This is an optimization exercise on Yosys and OpenROAD, whose aim is small area and a short achievable clock period, not a production implementation.
Only simulation tests tie the RTL to the original design; equivalence was not proved.
Power is estimated from default activity; no workload was simulated.

## v53
==> flow/design.v (excerpt) <==
module lookahead_router (
  input  logic         clk,
  input  logic         rst,
  input  logic [5:0]   position_i,
  input  logic [174:0] link_i,
  output logic [4:0]   stop_o,
  output logic [174:0] link_o,
  input  logic [4:0]   stop_i
);
Size: roughly 3000 cells after synthesis, roughly 920 flip-flops, about 370 I/O pins, ~40000 um^2 of cells after synthesis.
Settings: LEC_CHECK=0, CAP_MARGIN=30, CORE_MARGIN=2, CORE_UTILIZATION=40, SETUP_SLACK_MARGIN=5, SLEW_MARGIN=40; clock period 9.0 ns.
standard.sh (not shown) runs the stock make flow with config.mk's settings and CLKGATE_MAP_FILE= SYNTH_SCRIPT=/design/flow/synth_recipe.tcl, a recipe that flattens the netlist after the stock synthesis.
==> flow/flow/run.sh <==
#!/bin/bash
# Standard ORFS layout with plain buffers on the ports (one per port, as the
# standard flow does), a tighter setup target for the resizer and a clock
# tree built from smaller buffers without dummy loads.
set -euo pipefail
bash standard.sh \
  BUFFER_PORTS_ARGS="-buffer_cell sky130_fd_sc_hd__buf_1" \
  SLEW_MARGIN=40 CAP_MARGIN=30 \
  SETUP_SLACK_MARGIN=5.25 TNS_END_PERCENT=50 \
  CTS_ARGS="-sink_clustering_enable -repair_clock_nets -dont_use_dummy_load -buf_list sky130_fd_sc_hd__clkbuf_8 -sink_clustering_size 12 -sink_clustering_max_diameter 45" \
  finish > flow_make.log 2>&1
v53 completed end to end with timing, DRC and antenna clean.
For v31, these inputs were changed with respect to v53:
--- a/flow/flow/run.sh
+++ b/flow/flow/run.sh
@@ -7,5 +7,5 @@
   BUFFER_PORTS_ARGS="-buffer_cell sky130_fd_sc_hd__buf_1" \
   SLEW_MARGIN=40 CAP_MARGIN=30 \
-  SETUP_SLACK_MARGIN=5.25 TNS_END_PERCENT=50 \
+  SETUP_SLACK_MARGIN=5.25 \
   CTS_ARGS="-sink_clustering_enable -repair_clock_nets -dont_use_dummy_load -buf_list sky130_fd_sc_hd__clkbuf_8 -sink_clustering_size 12 -sink_clustering_max_diameter 45" \
   finish > flow_make.log 2>&1
==> results.txt <==
Higher routed wire length among v53 and v31: v31. The final worst hold slack of v31 and that of v53 are within noise of each other. As of v31, reported leakage power had risen slightly compared to v53.
Setup changes, v31 to v10
--- a/flow/flow/run.sh
+++ b/flow/flow/run.sh
@@ -7,5 +7,5 @@
   BUFFER_PORTS_ARGS="-buffer_cell sky130_fd_sc_hd__buf_1" \
   SLEW_MARGIN=40 CAP_MARGIN=30 \
-  SETUP_SLACK_MARGIN=5.25 \
+  SETUP_SLACK_MARGIN=5.5 \
   CTS_ARGS="-sink_clustering_enable -repair_clock_nets -dont_use_dummy_load -buf_list sky130_fd_sc_hd__clkbuf_8 -sink_clustering_size 12 -sink_clustering_max_diameter 45" \
   finish > flow_make.log 2>&1
==> results.txt <==
In summary, v10 completed successfully, with a layout that passed the timing, design-rule and antenna checks. Per the comparison of v10 with v31, via count went up by 835, met1 layer usage reported by global route went down by 1.1 points. [v10 vs v31] routed wire length: higher in v10. ~same register area share after synthesis in v31 and v10. Actual transition at the worst max-transition pin, v31 and v10, lower one = v10. Taking v31 as the reference point, the non-clock buffer count of v10 rises by 114. Summary — share of cells above drive strength 1, v10 relative to v31: higher, by 4.5 points. Layout filler cell count was higher in v31 than in v10. STATUS internal portion of total power: v10 loses against v31. Measured against each other, v31 and v10 differ in final cell count, the lower figure coming from v31.
Setup changes, v10 to v33
--- a/flow/flow/run.sh
+++ b/flow/flow/run.sh
@@ -7,5 +7,5 @@
   BUFFER_PORTS_ARGS="-buffer_cell sky130_fd_sc_hd__buf_1" \
   SLEW_MARGIN=40 CAP_MARGIN=30 \
-  SETUP_SLACK_MARGIN=5.5 \
+  SETUP_SLACK_MARGIN=5.25 TNS_END_PERCENT=20 \
   CTS_ARGS="-sink_clustering_enable -repair_clock_nets -dont_use_dummy_load -buf_list sky130_fd_sc_hd__clkbuf_8 -sink_clustering_size 12 -sink_clustering_max_diameter 45" \
   finish > flow_make.log 2>&1
## What came out
The power in the clock group was comparable across v33 and v10.
Share of the clock period used by the worst path after layout | v33 above v10
According to the power report, total power for v33 is lower than for v10.
Of v33 and v10, v10 shows the higher summed area of non-filler cells in the final layout, with v33 below it.
Fraction of power consumed by the clock network for v33: 0.8 points up relative to v10
Relative to v10, the via count of the routed design of v33 is lower by 1188.
Critical path depth: lower on v33
Slowest library cell on the worst path = ha_2: v33; slowest library cell on the worst path = o31a_1: v10
[v33 vs v10] first-pass GRT wire length: lower in v33

## static timing again, ports no longer ideal
How much do the figures lean on ideal ports? The routed layouts below were timed once more, with nothing changed but the port constraints.
Step 1 sets driving cells, clkbuf_16 on the clock port and buf_2 on the other inputs (assumed; they add their load-dependent delay and slew).
Step 2 times the ports against the registers' clock, not the clock port: input delays grow and output delays shrink by t, the midpoint of the rising clock arrivals with the driver on.
Three values: ideal ports, drivers, drivers and shift; two values: the first two.
| run | t, ns | setup slack, ns | clock arrival spread, ns | slew at the worst register clock pin (ns) |
|---|---|---|---|---|
| v53 | 0.823 | 5.183 / 5.195 / 4.372 | 0.087 / 0.086 | 0.08 / 0.08 |
| v31 | 0.841 | 5.221 / 5.155 / 4.314 | 0.086 / 0.086 | 0.08 / 0.08 |
| v10 | 0.824 | 5.184 / 5.132 / 4.308 | 0.136 / 0.136 | 0.08 / 0.08 |
| v33 | 0.809 | 5.122 / 5.051 / 4.242 | 0.072 / 0.072 | 0.08 / 0.08 |
After both steps every run listed still meets setup and hold. The setup slack of v31, which loses most, moves by -0.066 ns with the drivers and by -0.907 ns with both steps.
